Source: an optimization exercise on an open RTL-to-GDS flow (aim: small area). Production flows keep margins and buffers that such runs may drop. At most, simulation tests tie the RTL to the original design; equivalence was not proved.

==> wip/sierra <==
==> flow/design.v (excerpt) <==
module complex_mult_pipe (
    input  logic        clk,
    input  logic        rst,
    input  logic        in_valid,
    output logic        in_ready,
    input  logic [15:0] a_re,
    input  logic [15:0] a_im,
    input  logic [15:0] b_re,
    input  logic [15:0] b_im,
    input  logic        conj_en,
    output logic        out_valid,
    input  logic        out_ready,
    output logic [15:0] y_re,
    output logic [15:0] y_im,
    output logic        ovf
);
clock: 8.0 ns
lec_check: 0
abc_area: 1
cap_margin: 20
core_margin: 2
core_utilization: 45
slew_margin: 20
standard.sh (not shown) runs the stock make flow with config.mk's settings and CLKGATE_MAP_FILE= SYNTH_SCRIPT=/design/flow/synth_recipe.tcl, a recipe that flattens the netlist after the stock synthesis.
==> flow/flow/run.sh <==
#!/bin/bash
# The standard layout (standard.sh) with these changes:
# - after synthesis, flow/polopt.py removes inverters between full adders by choosing each
#   full adder's polarity (a full adder is self-dual); registers and logic are unchanged;
# - ports are buffered with sky130_fd_sc_hd__buf_1 instead of the default delay cell;
# - clock tree synthesis uses smaller clock buffers and no dummy loads;
# - after global routing, cells off the critical paths are downsized (RECOVER_POWER).
set -uo pipefail
R=orfs/results/${FLOW_PLATFORM}/complex_mult_pipe/base
bash standard.sh synth > synth.log 2>&1 || exit 1
cp "$R/1_2_yosys.v" "$R/1_2_yosys_std.v"
if python3 flow/polopt.py "$R/1_2_yosys_std.v" "$R/1_2_yosys_pol.v" 400000 > polopt.log 2>&1; then
  cp "$R/1_2_yosys_pol.v" "$R/1_2_yosys.v"
else
  echo "polopt failed; keeping the standard netlist" >> polopt.log
fi
touch "$R/1_2_yosys.v"
# From placement on, repair may use only small buffers (buf_1, buf_2): the nets it buffers here
# are short high-fanout nets, for which buf_4 and up mostly waste area.
echo 'export DONT_USE_CELLS += sky130_fd_sc_hd__buf_4 sky130_fd_sc_hd__buf_6 sky130_fd_sc_hd__buf_8 sky130_fd_sc_hd__buf_12 sky130_fd_sc_hd__buf_16 sky130_fd_sc_hd__bufbuf_8 sky130_fd_sc_hd__bufbuf_16' >> config.mk
bash standard.sh finish \
  "BUFFER_PORTS_ARGS=-buffer_cell sky130_fd_sc_hd__buf_1" RECOVER_POWER=100 \
  "CTS_ARGS=-sink_clustering_enable -repair_clock_nets -dont_use_dummy_load -buf_list {sky130_fd_sc_hd__clkbuf_4 sky130_fd_sc_hd__clkbuf_8}" \
  > layout.log 2>&1 || exit 1
Other scripts of this flow, unchanged in this note and not shown: flow/flow/polopt.py
==> wip/nickel: changes against wip/sierra <==
--- a/flow/flow/run.sh
+++ b/flow/flow/run.sh
@@ -5,4 +5,3 @@
 # - ports are buffered with sky130_fd_sc_hd__buf_1 instead of the default delay cell;
-# - clock tree synthesis uses smaller clock buffers and no dummy loads;
-# - after global routing, cells off the critical paths are downsized (RECOVER_POWER).
+# - clock tree synthesis uses smaller clock buffers and no dummy loads.
 set -uo pipefail
@@ -21,3 +20,3 @@
 bash standard.sh finish \
-  "BUFFER_PORTS_ARGS=-buffer_cell sky130_fd_sc_hd__buf_1" RECOVER_POWER=100 \
+  "BUFFER_PORTS_ARGS=-buffer_cell sky130_fd_sc_hd__buf_1" \
   "CTS_ARGS=-sink_clustering_enable -repair_clock_nets -dont_use_dummy_load -buf_list {sky130_fd_sc_hd__clkbuf_4 sky130_fd_sc_hd__clkbuf_8}" \
--- a/flow/config.mk
+++ b/flow/config.mk
@@ -11,2 +11,3 @@
 export CORE_UTILIZATION = 45
+export GPL_TIMING_DRIVEN = 0
 export SLEW_MARGIN = 20
==> comparison table <==
metric	wip/nickel	wip/sierra
Maximum capacitance violations	0	4
Global-route wire length before repair	212000 µm	154000 µm
Maximum fanout along the worst path	10	17
Highest clock rate	124 MHz	131 MHz
Via count of the first global-routing pass	26638	24149
Max Slew Vio Count	0	86
Placed standard-cell area	29000 µm²	28900 µm²
Vias per std cell	7.01	6.42
Met1 Usage GRT	63.7%	46.2%
Outcome	finished with violations	finished with violations
Violated checks	setup timing	capacitance limit, slew limit
DR pass1 iterations	7	8
Clock transition at path regs	100 ps	70 ps

* * *

==> job 565: inputs <==
Another version of the RTL of complex_mult_pipe (not shown whole).
Settings: LEC_CHECK=0, ABC_AREA=1, CAP_MARGIN=20, CORE_MARGIN=2, CORE_UTILIZATION=45, SLEW_MARGIN=20; clock period 8.0 ns.
==> flow/flow/run.sh <==
#!/bin/bash
# The standard layout (standard.sh) with these changes:
# - after synthesis, flow/polopt.py removes inverters between full adders by choosing each
#   full adder's polarity (a full adder is self-dual); registers and logic are unchanged;
# - ports are buffered with sky130_fd_sc_hd__buf_1 instead of the default delay cell;
# - clock tree synthesis uses smaller clock buffers and no dummy loads.
set -uo pipefail
R=orfs/results/${FLOW_PLATFORM}/complex_mult_pipe/base
bash standard.sh synth > synth.log 2>&1 || exit 1
cp "$R/1_2_yosys.v" "$R/1_2_yosys_std.v"
if python3 flow/polopt.py "$R/1_2_yosys_std.v" "$R/1_2_yosys_pol.v" 400000 > polopt.log 2>&1; then
  cp "$R/1_2_yosys_pol.v" "$R/1_2_yosys.v"
else
  echo "polopt failed; keeping the standard netlist" >> polopt.log
fi
touch "$R/1_2_yosys.v"
# From placement on, repair may use only small buffers (buf_1, buf_2): the nets it buffers here
# are short high-fanout nets, for which buf_4 and up mostly waste area.
echo 'export DONT_USE_CELLS += sky130_fd_sc_hd__buf_4 sky130_fd_sc_hd__buf_6 sky130_fd_sc_hd__buf_8 sky130_fd_sc_hd__buf_12 sky130_fd_sc_hd__buf_16 sky130_fd_sc_hd__bufbuf_8 sky130_fd_sc_hd__bufbuf_16' >> config.mk
bash standard.sh finish \
  "BUFFER_PORTS_ARGS=-buffer_cell sky130_fd_sc_hd__buf_1" \
  "CTS_ARGS=-sink_clustering_enable -repair_clock_nets -dont_use_dummy_load -buf_list {sky130_fd_sc_hd__clkbuf_4 sky130_fd_sc_hd__clkbuf_8}" \
  > layout.log 2>&1 || exit 1
Other scripts of this flow, unchanged in this note and not shown: flow/flow/polopt.py
==> inputs of job 8654, as changes to job 565 <==
--- a/flow/design.v
+++ b/flow/design.v
@@ -172,11 +172,10 @@
     logic ii_two3;
     logic ii_two4;
     logic ii_two5;
     logic ii_two6;
     logic ii_two7;
-    logic im_ovz;
     logic ir_neg0;
     logic ir_neg1;
     logic ir_neg2;
     logic ir_neg3;
     logic ir_neg4;
@@ -333,11 +332,10 @@
     logic ir_two3;
     logic ir_two4;
     logic ir_two5;
     logic ir_two6;
     logic ir_two7;
-    logic re_ovz;
     logic ri_neg0;
     logic ri_neg1;
     logic ri_neg2;
     logic ri_neg3;
     logic ri_neg4;
@@ -1689,17 +1687,11 @@
     logic tres97;
     logic tres99;
     logic [15:0] ar_q, ai_q, br_q, bi_q;
     logic        cj_q;
     logic [32:0] re_ra, re_rb, re_sum;
-    logic [24:0] re_lo;
-    logic [8:0] re_hi;
-    logic [8:0] re_zd;
     logic [32:0] im_ra, im_rb, im_sum;
-    logic [24:0] im_lo;
-    logic [8:0] im_hi;
-    logic [8:0] im_zd;
     assign rr_one0 = br_q[0];
     assign rr_two0 = br_q[1] & ~br_q[0];
     assign rr_neg0 = br_q[1];
     assign rr_pp0_0 = ((ar_q[0] & rr_one0)) ^ rr_neg0;
     assign rr_pp0_1 = ((ar_q[1] & rr_one0) | (ar_q[0] & rr_two0)) ^ rr_neg0;
@@ -2854,23 +2846,11 @@
     assign trec514 = (trec394 & trec450) | (trec394 & tres451) | (trec450 & tres451);
     assign tres515 = ii_pp7_16 ^ tres453 ^ trec452;
     assign trec516 = (ii_pp7_16 & tres453) | (ii_pp7_16 & trec452) | (tres453 & trec452);
     assign re_ra = {1'b1, trec516, trec514, trec512, trec510, trec508, trec506, trec504, trec502, trec500, trec498, trec496, trec494, trec492, trec490, trec488, trec486, trec484, trec482, trec480, trec478, trec476, trec474, trec472, trec470, trec468, trec466, trec464, trec462, trec460, trec458, trec456, tres455};
     assign re_rb = {1'b0, trec454, tres515, tres513, tres511, tres509, tres507, tres505, tres503, tres501, tres499, tres497, tres495, tres493, tres491, tres489, tres487, tres485, tres483, tres481, tres479, tres477, tres475, tres473, tres471, tres469, tres467, tres465, tres463, tres461, tres459, tres457, ii_pp0_0};
-    assign re_lo = {1'b0, re_ra[23:0]} + {1'b0, re_rb[23:0]};
-    assign re_hi = {1'b0, re_ra[31:24]} + {1'b0, re_rb[31:24]} + re_lo[24];
-    assign re_zd[0] = ~(re_ra[24] ^ re_rb[24] ^ re_lo[24]);
-    assign re_zd[1] = ~(re_ra[25] ^ re_rb[25] ^ (re_ra[24] | re_rb[24]));
-    assign re_zd[2] = ~(re_ra[26] ^ re_rb[26] ^ (re_ra[25] | re_rb[25]));
-    assign re_zd[3] = ~(re_ra[27] ^ re_rb[27] ^ (re_ra[26] | re_rb[26]));
-    assign re_zd[4] = ~(re_ra[28] ^ re_rb[28] ^ (re_ra[27] | re_rb[27]));
-    assign re_zd[5] = ~(re_ra[29] ^ re_rb[29] ^ (re_ra[28] | re_rb[28]));
-    assign re_zd[6] = ~(re_ra[30] ^ re_rb[30] ^ (re_ra[29] | re_rb[29]));
-    assign re_zd[7] = ~(re_ra[31] ^ re_rb[31] ^ (re_ra[30] | re_rb[30]));
-    assign re_zd[8] = ~(re_ra[32] ^ re_rb[32] ^ (re_ra[31] | re_rb[31]));
-    assign re_sum = {re_ra[32] ^ re_rb[32] ^ re_hi[8], 8'b0, re_lo[23:0]};
-    assign re_ovz = ~(&re_zd);
+    assign re_sum = re_ra + re_rb;
     assign tims517 = ri_neg5 ^ ir_neg5;
     assign timc518 = ri_neg5 & ir_neg5;
     assign tims519 = ri_neg6 ^ ir_neg6 ^ ri_pp0_12;
     assign timc520 = (ri_neg6 & ir_neg6) | (ri_neg6 & ri_pp0_12) | (ir_neg6 & ri_pp0_12);
     assign tims521 = ri_pp1_10 ^ ri_pp2_8;
@@ -3385,33 +3365,22 @@
     assign timc1030 = (timc910 & timc966) | (timc910 & tims967) | (timc966 & tims967);
     assign tims1031 = ir_pp7_16 ^ tims969 ^ timc968;
     assign timc1032 = (ir_pp7_16 & tims969) | (ir_pp7_16 & timc968) | (tims969 & timc968);
     assign im_ra = {1'b1, timc1032, timc1030, timc1028, timc1026, timc1024, timc1022, timc1020, timc1018, timc1016, timc1014, timc1012, timc1010, timc1008, timc1006, timc1004, timc1002, timc1000, timc998, timc996, timc994, timc992, timc990, timc988, timc986, timc984, timc982, timc980, timc978, timc976, timc974, timc972, tims971};
     assign im_rb = {1'b0, timc970, tims1031, tims1029, tims1027, tims1025, tims1023, tims1021, tims1019, tims1017, tims1015, tims1013, tims1011, tims1009, tims1007, tims1005, tims1003, tims1001, tims999, tims997, tims995, tims993, tims991, tims989, tims987, tims985, tims983, tims981, tims979, tims977, tims975, tims973, ir_pp0_0};
-    assign im_lo = {1'b0, im_ra[23:0]} + {1'b0, im_rb[23:0]};
-    assign im_hi = {1'b0, im_ra[31:24]} + {1'b0, im_rb[31:24]} + im_lo[24];
-    assign im_zd[0] = ~(im_ra[24] ^ im_rb[24] ^ im_lo[24]);
-    assign im_zd[1] = ~(im_ra[25] ^ im_rb[25] ^ (im_ra[24] | im_rb[24]));
-    assign im_zd[2] = ~(im_ra[26] ^ im_rb[26] ^ (im_ra[25] | im_rb[25]));
-    assign im_zd[3] = ~(im_ra[27] ^ im_rb[27] ^ (im_ra[26] | im_rb[26]));
-    assign im_zd[4] = ~(im_ra[28] ^ im_rb[28] ^ (im_ra[27] | im_rb[27]));
-    assign im_zd[5] = ~(im_ra[29] ^ im_rb[29] ^ (im_ra[28] | im_rb[28]));
-    assign im_zd[6] = ~(im_ra[30] ^ im_rb[30] ^ (im_ra[29] | im_rb[29]));
-    assign im_zd[7] = ~(im_ra[31] ^ im_rb[31] ^ (im_ra[30] | im_rb[30]));
-    assign im_zd[8] = ~(im_ra[32] ^ im_rb[32] ^ (im_ra[31] | im_rb[31]));
-    assign im_sum = {im_ra[32] ^ im_rb[32] ^ im_hi[8], 8'b0, im_lo[23:0]};
-    assign im_ovz = ~(&im_zd);
-    logic        re_ov, im_ov;
-    logic [15:0] re_y, im_y;
-    assign re_ov = re_ovz;
-    assign im_ov = im_ovz;
-    assign re_y = re_ov ? {re_sum[32], {15{~re_sum[32]}}} : {~re_sum[23], re_sum[22:8]};
-    assign im_y = im_ov ? {im_sum[32], {15{~im_sum[32]}}} : {~im_sum[23], im_sum[22:8]};
+    assign im_sum = im_ra + im_rb;
+    logic       re_ov, im_ov;
+    assign re_ov = |re_sum[32:24];
+    assign im_ov = |im_sum[32:24];
     logic        adv;
-    logic        v1_q, v2_q, v3_q, o2_q, ovf_q;
+    logic        v1_q, v2_q, v3_q, ovf_q;
+    logic        rov2_q, rsg2_q, iov2_q, isg2_q;
     logic [15:0] yr2_q, yi2_q, yr3_q, yi3_q;
+    logic [15:0] yr2_sat, yi2_sat;
     assign adv = ~(v3_q & ~out_ready);
+    assign yr2_sat = rov2_q ? {rsg2_q, {15{~rsg2_q}}} : yr2_q;
+    assign yi2_sat = iov2_q ? {isg2_q, {15{~isg2_q}}} : yi2_q;
     always_ff @(posedge clk or posedge rst) begin
         if (rst) begin
             v1_q  <= 1'b0;
             v2_q  <= 1'b0;
             v3_q  <= 1'b0;
@@ -3420,25 +3389,28 @@
             if (adv) begin
                 v1_q <= in_valid;
                 v2_q <= v1_q;
                 v3_q <= v2_q;
             end
-            if (adv & v2_q & o2_q) ovf_q <= 1'b1;
+            if (adv & v2_q & (rov2_q | iov2_q)) ovf_q <= 1'b1;
         end
     end
     always_ff @(posedge clk) begin
         if (adv) begin
-            ar_q  <= a_re;
-            ai_q  <= a_im;
-            br_q  <= b_re;
-            bi_q  <= b_im;
-            cj_q  <= conj_en;
-            yr2_q <= re_y;
-            yi2_q <= im_y;
-            o2_q  <= re_ov | im_ov;
-            yr3_q <= yr2_q;
-            yi3_q <= yi2_q;
+            ar_q   <= a_re;
+            ai_q   <= a_im;
+            br_q   <= b_re;
+            bi_q   <= b_im;
+            cj_q   <= conj_en;
+            yr2_q  <= {~re_sum[23], re_sum[22:8]};
+            yi2_q  <= {~im_sum[23], im_sum[22:8]};
+            rov2_q <= re_ov;
+            rsg2_q <= re_sum[32];
+            iov2_q <= im_ov;
+            isg2_q <= im_sum[32];
+            yr3_q  <= yr2_sat;
+            yi3_q  <= yi2_sat;
         end
     end
     assign in_ready  = adv;
     assign out_valid = v3_q;
     assign y_re      = yr3_q;
==> inputs of job 9258, as changes to job 565 <==
--- a/flow/design.v
+++ b/flow/design.v
@@ -172,11 +172,10 @@
     logic ii_two3;
     logic ii_two4;
     logic ii_two5;
     logic ii_two6;
     logic ii_two7;
-    logic im_ovz;
     logic ir_neg0;
     logic ir_neg1;
     logic ir_neg2;
     logic ir_neg3;
     logic ir_neg4;
@@ -333,11 +332,10 @@
     logic ir_two3;
     logic ir_two4;
     logic ir_two5;
     logic ir_two6;
     logic ir_two7;
-    logic re_ovz;
     logic ri_neg0;
     logic ri_neg1;
     logic ri_neg2;
     logic ri_neg3;
     logic ri_neg4;
@@ -1689,17 +1687,11 @@
     logic tres97;
     logic tres99;
     logic [15:0] ar_q, ai_q, br_q, bi_q;
     logic        cj_q;
     logic [32:0] re_ra, re_rb, re_sum;
-    logic [24:0] re_lo;
-    logic [8:0] re_hi;
-    logic [8:0] re_zd;
     logic [32:0] im_ra, im_rb, im_sum;
-    logic [24:0] im_lo;
-    logic [8:0] im_hi;
-    logic [8:0] im_zd;
     assign rr_one0 = br_q[0];
     assign rr_two0 = br_q[1] & ~br_q[0];
     assign rr_neg0 = br_q[1];
     assign rr_pp0_0 = ((ar_q[0] & rr_one0)) ^ rr_neg0;
     assign rr_pp0_1 = ((ar_q[1] & rr_one0) | (ar_q[0] & rr_two0)) ^ rr_neg0;
@@ -2854,23 +2846,11 @@
     assign trec514 = (trec394 & trec450) | (trec394 & tres451) | (trec450 & tres451);
     assign tres515 = ii_pp7_16 ^ tres453 ^ trec452;
     assign trec516 = (ii_pp7_16 & tres453) | (ii_pp7_16 & trec452) | (tres453 & trec452);
     assign re_ra = {1'b1, trec516, trec514, trec512, trec510, trec508, trec506, trec504, trec502, trec500, trec498, trec496, trec494, trec492, trec490, trec488, trec486, trec484, trec482, trec480, trec478, trec476, trec474, trec472, trec470, trec468, trec466, trec464, trec462, trec460, trec458, trec456, tres455};
     assign re_rb = {1'b0, trec454, tres515, tres513, tres511, tres509, tres507, tres505, tres503, tres501, tres499, tres497, tres495, tres493, tres491, tres489, tres487, tres485, tres483, tres481, tres479, tres477, tres475, tres473, tres471, tres469, tres467, tres465, tres463, tres461, tres459, tres457, ii_pp0_0};
-    assign re_lo = {1'b0, re_ra[23:0]} + {1'b0, re_rb[23:0]};
-    assign re_hi = {1'b0, re_ra[31:24]} + {1'b0, re_rb[31:24]} + re_lo[24];
-    assign re_zd[0] = ~(re_ra[24] ^ re_rb[24] ^ re_lo[24]);
-    assign re_zd[1] = ~(re_ra[25] ^ re_rb[25] ^ (re_ra[24] | re_rb[24]));
-    assign re_zd[2] = ~(re_ra[26] ^ re_rb[26] ^ (re_ra[25] | re_rb[25]));
-    assign re_zd[3] = ~(re_ra[27] ^ re_rb[27] ^ (re_ra[26] | re_rb[26]));
-    assign re_zd[4] = ~(re_ra[28] ^ re_rb[28] ^ (re_ra[27] | re_rb[27]));
-    assign re_zd[5] = ~(re_ra[29] ^ re_rb[29] ^ (re_ra[28] | re_rb[28]));
-    assign re_zd[6] = ~(re_ra[30] ^ re_rb[30] ^ (re_ra[29] | re_rb[29]));
-    assign re_zd[7] = ~(re_ra[31] ^ re_rb[31] ^ (re_ra[30] | re_rb[30]));
-    assign re_zd[8] = ~(re_ra[32] ^ re_rb[32] ^ (re_ra[31] | re_rb[31]));
-    assign re_sum = {re_ra[32] ^ re_rb[32] ^ re_hi[8], 8'b0, re_lo[23:0]};
-    assign re_ovz = ~(&re_zd);
+    assign re_sum = re_ra + re_rb;
     assign tims517 = ri_neg5 ^ ir_neg5;
     assign timc518 = ri_neg5 & ir_neg5;
     assign tims519 = ri_neg6 ^ ir_neg6 ^ ri_pp0_12;
     assign timc520 = (ri_neg6 & ir_neg6) | (ri_neg6 & ri_pp0_12) | (ir_neg6 & ri_pp0_12);
     assign tims521 = ri_pp1_10 ^ ri_pp2_8;
@@ -3385,33 +3365,22 @@
     assign timc1030 = (timc910 & timc966) | (timc910 & tims967) | (timc966 & tims967);
     assign tims1031 = ir_pp7_16 ^ tims969 ^ timc968;
     assign timc1032 = (ir_pp7_16 & tims969) | (ir_pp7_16 & timc968) | (tims969 & timc968);
     assign im_ra = {1'b1, timc1032, timc1030, timc1028, timc1026, timc1024, timc1022, timc1020, timc1018, timc1016, timc1014, timc1012, timc1010, timc1008, timc1006, timc1004, timc1002, timc1000, timc998, timc996, timc994, timc992, timc990, timc988, timc986, timc984, timc982, timc980, timc978, timc976, timc974, timc972, tims971};
     assign im_rb = {1'b0, timc970, tims1031, tims1029, tims1027, tims1025, tims1023, tims1021, tims1019, tims1017, tims1015, tims1013, tims1011, tims1009, tims1007, tims1005, tims1003, tims1001, tims999, tims997, tims995, tims993, tims991, tims989, tims987, tims985, tims983, tims981, tims979, tims977, tims975, tims973, ir_pp0_0};
-    assign im_lo = {1'b0, im_ra[23:0]} + {1'b0, im_rb[23:0]};
-    assign im_hi = {1'b0, im_ra[31:24]} + {1'b0, im_rb[31:24]} + im_lo[24];
-    assign im_zd[0] = ~(im_ra[24] ^ im_rb[24] ^ im_lo[24]);
-    assign im_zd[1] = ~(im_ra[25] ^ im_rb[25] ^ (im_ra[24] | im_rb[24]));
-    assign im_zd[2] = ~(im_ra[26] ^ im_rb[26] ^ (im_ra[25] | im_rb[25]));
-    assign im_zd[3] = ~(im_ra[27] ^ im_rb[27] ^ (im_ra[26] | im_rb[26]));
-    assign im_zd[4] = ~(im_ra[28] ^ im_rb[28] ^ (im_ra[27] | im_rb[27]));
-    assign im_zd[5] = ~(im_ra[29] ^ im_rb[29] ^ (im_ra[28] | im_rb[28]));
-    assign im_zd[6] = ~(im_ra[30] ^ im_rb[30] ^ (im_ra[29] | im_rb[29]));
-    assign im_zd[7] = ~(im_ra[31] ^ im_rb[31] ^ (im_ra[30] | im_rb[30]));
-    assign im_zd[8] = ~(im_ra[32] ^ im_rb[32] ^ (im_ra[31] | im_rb[31]));
-    assign im_sum = {im_ra[32] ^ im_rb[32] ^ im_hi[8], 8'b0, im_lo[23:0]};
-    assign im_ovz = ~(&im_zd);
-    logic        re_ov, im_ov;
-    logic [15:0] re_y, im_y;
-    assign re_ov = re_ovz;
-    assign im_ov = im_ovz;
-    assign re_y = re_ov ? {re_sum[32], {15{~re_sum[32]}}} : {~re_sum[23], re_sum[22:8]};
-    assign im_y = im_ov ? {im_sum[32], {15{~im_sum[32]}}} : {~im_sum[23], im_sum[22:8]};
+    assign im_sum = im_ra + im_rb;
+    logic       re_ov, im_ov;
+    assign re_ov = |re_sum[32:24];
+    assign im_ov = |im_sum[32:24];
     logic        adv;
-    logic        v1_q, v2_q, v3_q, o2_q, ovf_q;
+    logic        v1_q, v2_q, v3_q, ovf_q;
+    logic        rov2_q, rsg2_q, iov2_q, isg2_q;
     logic [15:0] yr2_q, yi2_q, yr3_q, yi3_q;
+    logic [15:0] yr2_sat, yi2_sat;
     assign adv = ~(v3_q & ~out_ready);
+    assign yr2_sat = rov2_q ? {rsg2_q, {15{~rsg2_q}}} : yr2_q;
+    assign yi2_sat = iov2_q ? {isg2_q, {15{~isg2_q}}} : yi2_q;
     always_ff @(posedge clk or posedge rst) begin
         if (rst) begin
             v1_q  <= 1'b0;
             v2_q  <= 1'b0;
             v3_q  <= 1'b0;
@@ -3420,25 +3389,28 @@
             if (adv) begin
                 v1_q <= in_valid;
                 v2_q <= v1_q;
                 v3_q <= v2_q;
             end
-            if (adv & v2_q & o2_q) ovf_q <= 1'b1;
+            if (adv & v2_q & (rov2_q | iov2_q)) ovf_q <= 1'b1;
         end
     end
     always_ff @(posedge clk) begin
         if (adv) begin
-            ar_q  <= a_re;
-            ai_q  <= a_im;
-            br_q  <= b_re;
-            bi_q  <= b_im;
-            cj_q  <= conj_en;
-            yr2_q <= re_y;
-            yi2_q <= im_y;
-            o2_q  <= re_ov | im_ov;
-            yr3_q <= yr2_q;
-            yi3_q <= yi2_q;
+            ar_q   <= a_re;
+            ai_q   <= a_im;
+            br_q   <= b_re;
+            bi_q   <= b_im;
+            cj_q   <= conj_en;
+            yr2_q  <= {~re_sum[23], re_sum[22:8]};
+            yi2_q  <= {~im_sum[23], im_sum[22:8]};
+            rov2_q <= re_ov;
+            rsg2_q <= re_sum[32];
+            iov2_q <= im_ov;
+            isg2_q <= im_sum[32];
+            yr3_q  <= yr2_sat;
+            yi3_q  <= yi2_sat;
         end
     end
     assign in_ready  = adv;
     assign out_valid = v3_q;
     assign y_re      = yr3_q;
--- a/flow/config.mk
+++ b/flow/config.mk
@@ -6,8 +6,8 @@
 export NUM_CORES = 4
 export LEC_CHECK = 0
 export ABC_AREA = 1
 export CAP_MARGIN = 20
 export CORE_MARGIN = 2
-export CORE_UTILIZATION = 45
+export CORE_UTILIZATION = 52
 export SLEW_MARGIN = 20
 export DONT_USE_CELLS += sky130_fd_sc_hd__buf_4 sky130_fd_sc_hd__buf_6 sky130_fd_sc_hd__buf_8 sky130_fd_sc_hd__buf_12 sky130_fd_sc_hd__buf_16 sky130_fd_sc_hd__bufbuf_8 sky130_fd_sc_hd__bufbuf_16
==> notes.md <==
Run status: job 9258 complete, no violations; job 565 complete, no violations; job 8654 complete, no violations
Non-CTS buffers: job 9258 294; job 565 432; job 8654 280
Worst path arrival time: job 9258 8190 ps; job 565 7940 ps; job 8654 7860 ps
PostCTS Resize Cnt: job 9258 0; job 565 1; job 8654 0
Reg2Reg Setup Slack: job 9258 130 ps; job 565 340 ps; job 8654 450 ps
Hold worst-path end: job 9258 ovf_q; job 565 yr3_q[8]; job 8654 ovf_q
RSZ-0062 raised after global routing: job 9258 no; job 565 -; job 8654 no
Met1 demand-to-capacity share in global routing: job 9258 0.559; job 565 0.441; job 8654 0.462
Multi-input gate area in the final layout: job 9258 0.0221 sq mm; job 565 0.0219 sq mm; job 8654 0.0221 sq mm
Min setup slack post-route: job 9258 131 ps; job 565 338 ps; job 8654 454 ps
Met3 usage: job 9258 0.125; job 565 0.0967; job 8654 0.113
Filler cell count: job 9258 4890; job 565 5813; job 8654 5772
Vias in the first global route: job 9258 23500; job 565 24000; job 8654 24100
Total placed cells including tap cells: job 9258 3672; job 565 3821; job 8654 3752
R2r worst-path depth: job 9258 21; job 565 26; job 8654 22
Levels on crit path: job 9258 21; job 565 26; job 8654 22
# nets final: job 9258 3629; job 565 3729; job 8654 3615
Final setup skew: job 9258 31.4 ps; job 565 43.0 ps; job 8654 50.6 ps
Hold Worst Slack: job 9258 486 ps; job 565 396 ps; job 8654 481 ps
Height of the die: job 9258 234 microns; job 565 251 microns; job 8654 252 microns
Number of DRC violations after detailed-routing iteration 0: job 9258 3587; job 565 2817; job 8654 3162
Post-Place Cell Area: job 9258 0.0288 sq mm; job 565 0.0292 sq mm; job 8654 0.0289 sq mm
Final cell area excluding filler cells: job 9258 0.0290 sq mm; job 565 0.0298 sq mm; job 8654 0.0291 sq mm
The RTL of job 565 was laid out without a check of its function.

==> re-timing with driven ports <==
Ports are ideal in the flow. The routed layouts listed here were re-timed in OpenROAD. Step 1 assumes that a clkbuf_16 drives the clock port and a buf_2 every other input. Step 2 adds t to the input delays and takes it off the output delays; t is the mean of the earliest and latest rising clock arrival at the registers after step 1. Input paths then give back, and output paths get back, about the clock's delay inside the block. a / b / c = no drivers / after step 1 / after step 2; a / b = the first two.
run	shift t [ns]	setup WS [ns]	worst setup path after step 2	slew at the worst register clock pin (ns)	worst slew at a driven data input, ns
wip/sierra	0.621	0.343 / 0.343 / 0.343	register to register	0.10 / 0.10	0.04
wip/nickel	0.661	-0.048 / -0.048 / -0.048	register to register	0.10 / 0.10	0.05
job 565	0.613	0.338 / 0.337 / 0.337	register to register	0.10 / 0.10	0.04
job 8654	0.623	0.454 / 0.454 / 0.454	register to register	0.10 / 0.10	0.04
job 9258	0.621	0.131 / 0.131 / 0.131	register to register	0.10 / 0.10	0.04
For job 565, which loses most, drivers alone change the setup slack by -0.001 ns; drivers and shift together by -0.001 ns.
